From an optimization exercise on the open Yosys and OpenROAD flow, aimed at small area; shortcuts taken in it are not production practice. Function was checked by simulation only, so behaviour that the tests miss may differ from the original. No activity file was given, so power comes from the tool's default toggle rates.

Setup of run 1:
==> flow/design.v <==
package core_pkg;
  localparam logic [5:0] OP_RTYPE = 6'b000000;
  localparam logic [5:0] OP_ADDI  = 6'b001000;
  localparam logic [5:0] OP_LW    = 6'b100011;
  localparam logic [5:0] OP_SW    = 6'b101011;
  localparam logic [5:0] OP_BEQ   = 6'b000100;
  localparam logic [5:0] OP_BNE   = 6'b000101;
  localparam logic [5:0] OP_J     = 6'b000010;
  localparam logic [5:0] FN_ADD   = 6'b100000;
  localparam logic [5:0] FN_SUB   = 6'b100010;
  localparam logic [5:0] FN_AND   = 6'b100100;
  localparam logic [5:0] FN_OR    = 6'b100101;
  localparam logic [5:0] FN_SLT   = 6'b101010;
  localparam logic [5:0] FN_SLL   = 6'b000000;
  localparam logic [5:0] FN_SRL   = 6'b000010;
  localparam logic [3:0] S_INIT   = 4'd0;   
  localparam logic [3:0] S_FETCH  = 4'd1;   
  localparam logic [3:0] S_WAIT   = 4'd2;   
  localparam logic [3:0] S_RDT    = 4'd3;   
  localparam logic [3:0] S_SHQ    = 4'd4;   
  localparam logic [3:0] S_EXEC   = 4'd5;   
  localparam logic [3:0] S_P2     = 4'd6;   
  localparam logic [3:0] S_MEM    = 4'd7;   
  localparam logic [3:0] S_WAITWB = 4'd8;   
  localparam logic [3:0] S_HALT   = 4'd9;
endpackage
module core_alu (
  input  logic [3:0] a,
  input  logic [3:0] b,
  input  logic       cin,
  input  logic       sub,
  input  logic       lop,    
  input  logic       lor,    
  output logic [3:0] y,
  output logic       cout
);
  logic [3:0] bb, s;
  logic [4:0] c;
  assign bb = b ^ {4{sub}};
  assign c[0] = cin;
  for (genvar i = 0; i < 4; i++) begin : g_fa
    assign s[i]   = a[i] ^ bb[i] ^ c[i];
    assign c[i+1] = (a[i] & bb[i]) | (a[i] & c[i]) | (bb[i] & c[i]);
  end
  assign cout = c[4];
  assign y = !lop ? s : lor ? (a | b) : (a & b);
endmodule
import core_pkg::*;
module multicycle_core #(
  parameter int                ADDR_W   = 32,
  parameter logic [ADDR_W-1:0] RESET_PC = '0
) (
  input  logic              clk,
  input  logic              rst,
  output logic              imem_req,
  output logic [ADDR_W-1:0] imem_addr,
  input  logic              imem_ready,
  input  logic [31:0]       imem_rdata,
  output logic              dmem_req,
  output logic              dmem_we,
  output logic [ADDR_W-1:0] dmem_addr,
  output logic [31:0]       dmem_wdata,
  input  logic              dmem_ready,
  input  logic [31:0]       dmem_rdata,
  output logic [ADDR_W-1:0] pc_out,
  output logic [31:0]       alu_result,
  output logic              retire,
  output logic              halted
);
  logic [3:0]   state, state_n;
  logic [2:0]   ph;
  logic [31:0]  ir, ar, wd;
  logic [31:0]  pc;            
  logic         c, cp;
  logic [991:0] rf;            
  logic [5:0] op, fn;
  logic [4:0] rs, rt, rd, sh, dest, rsel;
  assign op = ir[31:26];
  assign fn = ir[5:0];
  assign rs = ir[25:21];
  assign rt = ir[20:16];
  assign rd = ir[15:11];
  assign sh = ir[10:6];
  logic is_r, is_mem, is_sw, is_addi, is_br, is_j, is_slt, is_sh, writes, need_rt;
  assign is_mem  = op[5];
  assign is_sw   = op[5] & op[3];
  assign is_addi = !op[5] & op[3];
  assign is_br   = !op[5] & op[2];
  assign is_j    = !op[5] & op[1];
  assign is_r    = !op[5] & !op[3] & !op[2] & !op[1];
  assign is_slt  = is_r & fn[3];
  assign is_sh   = is_r & !fn[5];
  assign writes  = is_r | is_addi | (is_mem & !is_sw);
  assign need_rt = is_r | is_sw | is_br;
  assign dest    = is_r ? rd : rt;
  function automatic logic legal_f(input logic [31:0] w);
    logic [5:0] o, f;
    o = w[31:26];
    f = w[5:0];
    if (o == OP_RTYPE)
      legal_f = f == FN_ADD || f == FN_SUB || f == FN_AND || f == FN_OR || f == FN_SLT ||
                f == FN_SLL || f == FN_SRL;
    else
      legal_f = o == OP_ADDI || o == OP_LW || o == OP_SW || o == OP_BEQ || o == OP_BNE || o == OP_J;
  endfunction
  logic ph0, ph7;
  assign ph0 = ph == 3'd0;
  assign ph7 = ph == 3'd7;
  logic st_init, st_fetch, st_rdt, st_shq, st_exec, st_p2, st_mem;
  assign st_init  = state == S_INIT;
  assign st_fetch = state == S_FETCH;
  assign st_rdt   = state == S_RDT;
  assign st_shq   = state == S_SHQ;
  assign st_exec  = state == S_EXEC;
  assign st_p2    = state == S_P2;
  assign st_mem   = state == S_MEM;
  logic [127:0] taps;
  logic [3:0]   rq;
  always_comb begin
    taps[3:0] = 4'b0000;
    for (int i = 1; i < 32; i++) taps[4*i +: 4] = rf[32*(i-1) +: 4];
  end
  assign rsel = st_rdt ? rt : rs;
  assign rq   = taps[{rsel, 2'b00} +: 4];
  logic [3:0] irq, immq;
  assign irq  = ir[{ph, 2'b00} +: 4];
  assign immq = ph[2] ? {4{ir[15]}} : irq;
  logic [3:0] alu_y;
  logic       alu_c, sub, lt, eq, taken;
  assign sub = is_r & fn[5] & fn[1];
  core_alu u_alu (
    .a(rq), .b(is_r ? wd[3:0] : immq), .cin(ph0 ? sub : c), .sub(sub),
    .lop(is_r & fn[2]), .lor(fn[0]), .y(alu_y), .cout(alu_c)
  );
  assign lt    = (rq[3] ^ wd[3]) ? rq[3] : alu_y[3];
  assign eq    = c & (rq == wd[3:0]);
  assign taken = eq ^ op[0];
  logic [2:0] nrot;
  logic [3:0] shq;
  logic [5:0] jb [4];
  assign nrot = fn[1] ? sh[4:2] : 3'd0 - sh[4:2];
  always_comb
    for (int b = 0; b < 4; b++) begin
      jb[b] = {1'b0, ph, 2'b00} + 6'(b);
      shq[b] = (fn[1] ? wd[5'(b) + 5'(sh[1:0])] : wd[5'(b) - 5'(sh[1:0])]) &
               (fn[1] ? !(jb[b] + {1'b0, sh} > 6'd31) : !(jb[b] < {1'b0, sh}));
    end
  logic [3:0] exres, p2res;
  assign exres = is_sh ? shq : alu_y;
  assign p2res = is_r ? {3'b000, c & ph0} : wd[3:0];
  logic       pc_shift, pcin, pc_c;
  logic [3:0] pc_s, pc_in;
  assign pc_shift = st_init || st_exec || (st_p2 && is_br);
  assign pcin = (st_exec & ph0) | (cp & !ph0);
  assign {pc_c, pc_s} = {1'b0, pc[3:0]} + {1'b0, st_p2 ? immq : 4'b0000} + {4'b0000, pcin};
  always_comb begin
    pc_in = pc_s;
    if (st_init) pc_in = 4'b0000;
    else if (st_exec && is_j) begin
      if (ph < 3'd6) pc_in = irq;
      else if (ph == 3'd6) pc_in[1:0] = irq[1:0];
    end
  end
  logic [3:0] first;
  assign imem_req   = st_fetch;
  assign imem_addr  = ADDR_W'({pc[29:0], 2'b00});
  assign dmem_req   = st_mem;
  assign dmem_we    = st_mem && is_sw;
  assign dmem_addr  = ADDR_W'(ar);
  assign dmem_wdata = wd;
  assign alu_result = ar;
  assign pc_out     = ADDR_W'({pc[29:0], 2'b00});
  assign halted     = state == S_HALT;
  assign first      = need_rt ? S_RDT : S_EXEC;
  always_comb begin
    state_n = state;
    case (state)
      S_INIT:   if (ph7) state_n = S_FETCH;
      S_FETCH:  if (imem_ready) state_n = !legal_f(imem_rdata) ? S_HALT : ph7 ? S_WAIT : S_WAIT;
      S_WAIT:   if (ph7) state_n = first;
      S_RDT:    if (ph7) state_n = is_sh ? S_SHQ : S_EXEC;
      S_SHQ:    if (ph7) state_n = S_EXEC;
      S_EXEC:   if (ph7) state_n = is_mem ? S_MEM : (is_slt || (is_br && taken)) ? S_P2 : S_FETCH;
      S_P2:     if (ph7) state_n = S_FETCH;
      S_MEM:    if (dmem_ready) state_n = is_sw ? S_FETCH : ph7 ? S_P2 : S_WAITWB;
      S_WAITWB: if (ph7) state_n = S_P2;
      default:  ;
    endcase
  end
  always_ff @(posedge clk or negedge rst)
    if (!rst) begin
      state  <= S_INIT;
      ph     <= 3'd0;
      retire <= 1'b0;
    end else begin
      state  <= state_n;
      ph     <= ph + 3'd1;
      retire <= (st_exec && ph7 && !is_mem && !is_slt && !(is_br && taken))
             || (st_p2 && ph7 && !is_mem)
             || (st_mem && dmem_ready);
    end
  logic       wen;
  logic [3:0] wbits;
  assign wen   = (st_exec || st_p2) && writes && dest != 5'd0;
  assign wbits = st_init ? 4'b0000 : st_exec ? exres : p2res;
  always_ff @(posedge clk) begin
    if (st_fetch) ir <= imem_rdata;
    if (pc_shift) begin
      pc <= {pc_in, pc[31:4]};
      cp <= pc_c;
    end
    if (st_exec) c <= is_br ? (ph0 | c) & (rq == wd[3:0]) : (ph7 & is_slt) ? lt : alu_c;
    if (st_exec || st_p2) ar <= {st_exec ? exres : p2res, ar[31:4]};
    if (st_rdt) wd <= {rq, wd[31:4]};
    else if (st_exec || st_p2 || (st_shq && ph < nrot)) wd <= {wd[3:0], wd[31:4]};
    else if (st_mem && !is_sw) wd <= dmem_rdata;
    for (int i = 1; i < 32; i++)
      rf[32*(i-1) +: 32] <= {(st_init || (wen && dest == 5'(i))) ? wbits : rf[32*(i-1) +: 4],
                             rf[32*(i-1) + 4 +: 28]};
  end
endmodule
Settings: LEC_CHECK=0, ABC_AREA=1, CAP_MARGIN=20, CORE_MARGIN=2, CORE_UTILIZATION=30, CTS_BUF_LIST=sky130_fd_sc_hd__clkbuf_4, PLACE_DENSITY=0.45, SLEW_MARGIN=20; clock period 10.0 ns.
run.sh (not shown) runs the stock make flow with config.mk's settings and CLKGATE_MAP_FILE= SYNTH_SCRIPT=/design/flow/synth_recipe.tcl, a recipe that flattens the netlist after the stock synthesis.
Run 1 ran to completion and came out clean on the timing, design-rule and antenna checks.
Setup changes, run 1 to run 2
Settings: PLACE_DENSITY now 0.75, was 0.45; CORE_UTILIZATION now 65, was 30; CTS_BUF_LIST no longer set, was sky130_fd_sc_hd__clkbuf_4.
==> flow/flow/run.sh (new file) <==
#!/bin/bash
# Standard ORFS layout, with the smallest buffer on the ports and a clock tree without dummy loads.
set -euo pipefail
export BUFFER_PORTS_ARGS="-buffer_cell sky130_fd_sc_hd__buf_1"
export CTS_ARGS="-sink_clustering_enable -repair_clock_nets -dont_use_dummy_load -buf_list {sky130_fd_sc_hd__clkbuf_8} -sink_clustering_size 24 -sink_clustering_max_diameter 35"
bash standard.sh > standard.log 2>&1
==> flow/standard.sh (new file) <==
#!/bin/bash
# synth_recipe.tcl (not shown) runs the flow's synth.tcl, then flattens the netlist and writes it again
# the make line also repeats each setting of config.mk as NAME=value (left out here)
make -C /OpenROAD-flow-scripts/flow DESIGN_CONFIG=/design/flow/config.mk WORK_HOME=/design/flow/orfs CLKGATE_MAP_FILE= SYNTH_SCRIPT=/design/flow/synth_recipe.tcl "${@:-finish}"
removed: flow/run.sh
Run 2 vs run 1, start-to-end type of the worst setup path: flop to flop vs flop to primary output
Relative to run 1, the wire length of the first global-routing pass of run 2 is lower by 15,000 um.
In the flow results for run 2 and run 1, the met1 global-route usage is larger on run 2.
Diff run 1 -> run 2: routed wire length fell by 8500 um, relative contribution of the clock network to total power fell by 9.3 points, total routed wire length on the met1 layer went down, met3 track demand over resource in global routing up 0.94 points, ratio of total power to cell area now smaller.
Inputs modified between run 2 and run 3:
Settings: a change of CORE_UTILIZATION from 65 to 30; a change of PLACE_DENSITY from 0.75 to 0.45.
==> flow/flow/run.sh <==
#!/bin/bash
# Standard ORFS layout, with the smallest buffer on the ports and a clock tree without dummy loads.
set -euo pipefail
export BUFFER_PORTS_ARGS="-buffer_cell sky130_fd_sc_hd__buf_1"
export CTS_ARGS="-sink_clustering_enable -repair_clock_nets -dont_use_dummy_load -buf_list {sky130_fd_sc_hd__clkbuf_8} -sink_clustering_size 20 -sink_clustering_max_diameter 50"
bash standard.sh > standard.log 2>&1
Results
Portion of total power attributed to the clock network: lower on run 3
Signed area change from the synthesized netlist to the final layout (higher): run 3
Taking run 2 as the reference, in run 3 internal power now sits lower; layout filler cell count picked up an extra 6,960; final-layout worst hold slack lost 0.024 ns.
Setup slack: run 3 more than run 2
Between run 2 and run 3, critical path depth is lower for run 3, run 2 comes in above that.
Comparing run 2 and run 3, the lower largest net degree at the start of global routing is on run 3.
Sort run 2 and run 3 by proportion of power drawn by flip-flops and latches asc -> top: run 2
Input changes introduced in run 4 (baseline for comparison: run 3):
Settings: swapping 0.45 for 0.65 in PLACE_DENSITY; swapping 30 for 55 in CORE_UTILIZATION.
Findings:
Relative to run 3, post-detailed-route via-to-cell ratio increased by 17% in run 4. Cmp run 4 vs run 3: sequential fraction of design power higher in run 4. Run 4 vs run 3 — maximum VDD drop climbed by more than half. Delta (run 4 minus run 3): cell area went down 1100 um^2, worst relative slew slack shrank by 3.8 points.

==> what the ideal ports hide <==
The flow's constraints put no driver on any port. The routed layouts listed below were extracted and timed again, unchanged, in two steps. Step 1 sets driving cells, clkbuf_16 on the clock port and buf_2 on the other inputs (assumed; they add their load-dependent delay and slew). Step 2, shift: input delay + t, output delay - t, t = (earliest + latest rising clock arrival at the registers) / 2. This alone moves slack from input paths to output paths. Three values: ideal, step 1, step 2; two values: the first two.
| run | t, ns | setup slack, ns | worst setup path at the end | slew at the worst register clock pin (ns) | cell pins on the clock port's net |
|---|---|---|---|---|---|
| run 1 | 1.121 | 4.590 / 4.530 / 4.961 | register to register | 0.08 / 0.08 | 1 |
| run 2 | 0.731 | 4.839 / 4.839 / 4.839 | register to register | 0.11 / 0.11 | 1 |
| run 3 | 0.763 | 4.972 / 4.972 / 4.972 | register to register | 0.11 / 0.11 | 1 |
| run 4 | 0.699 | 4.955 / 4.955 / 4.955 | register to register | 0.11 / 0.11 | 1 |
After both steps every run listed still meets setup and hold.
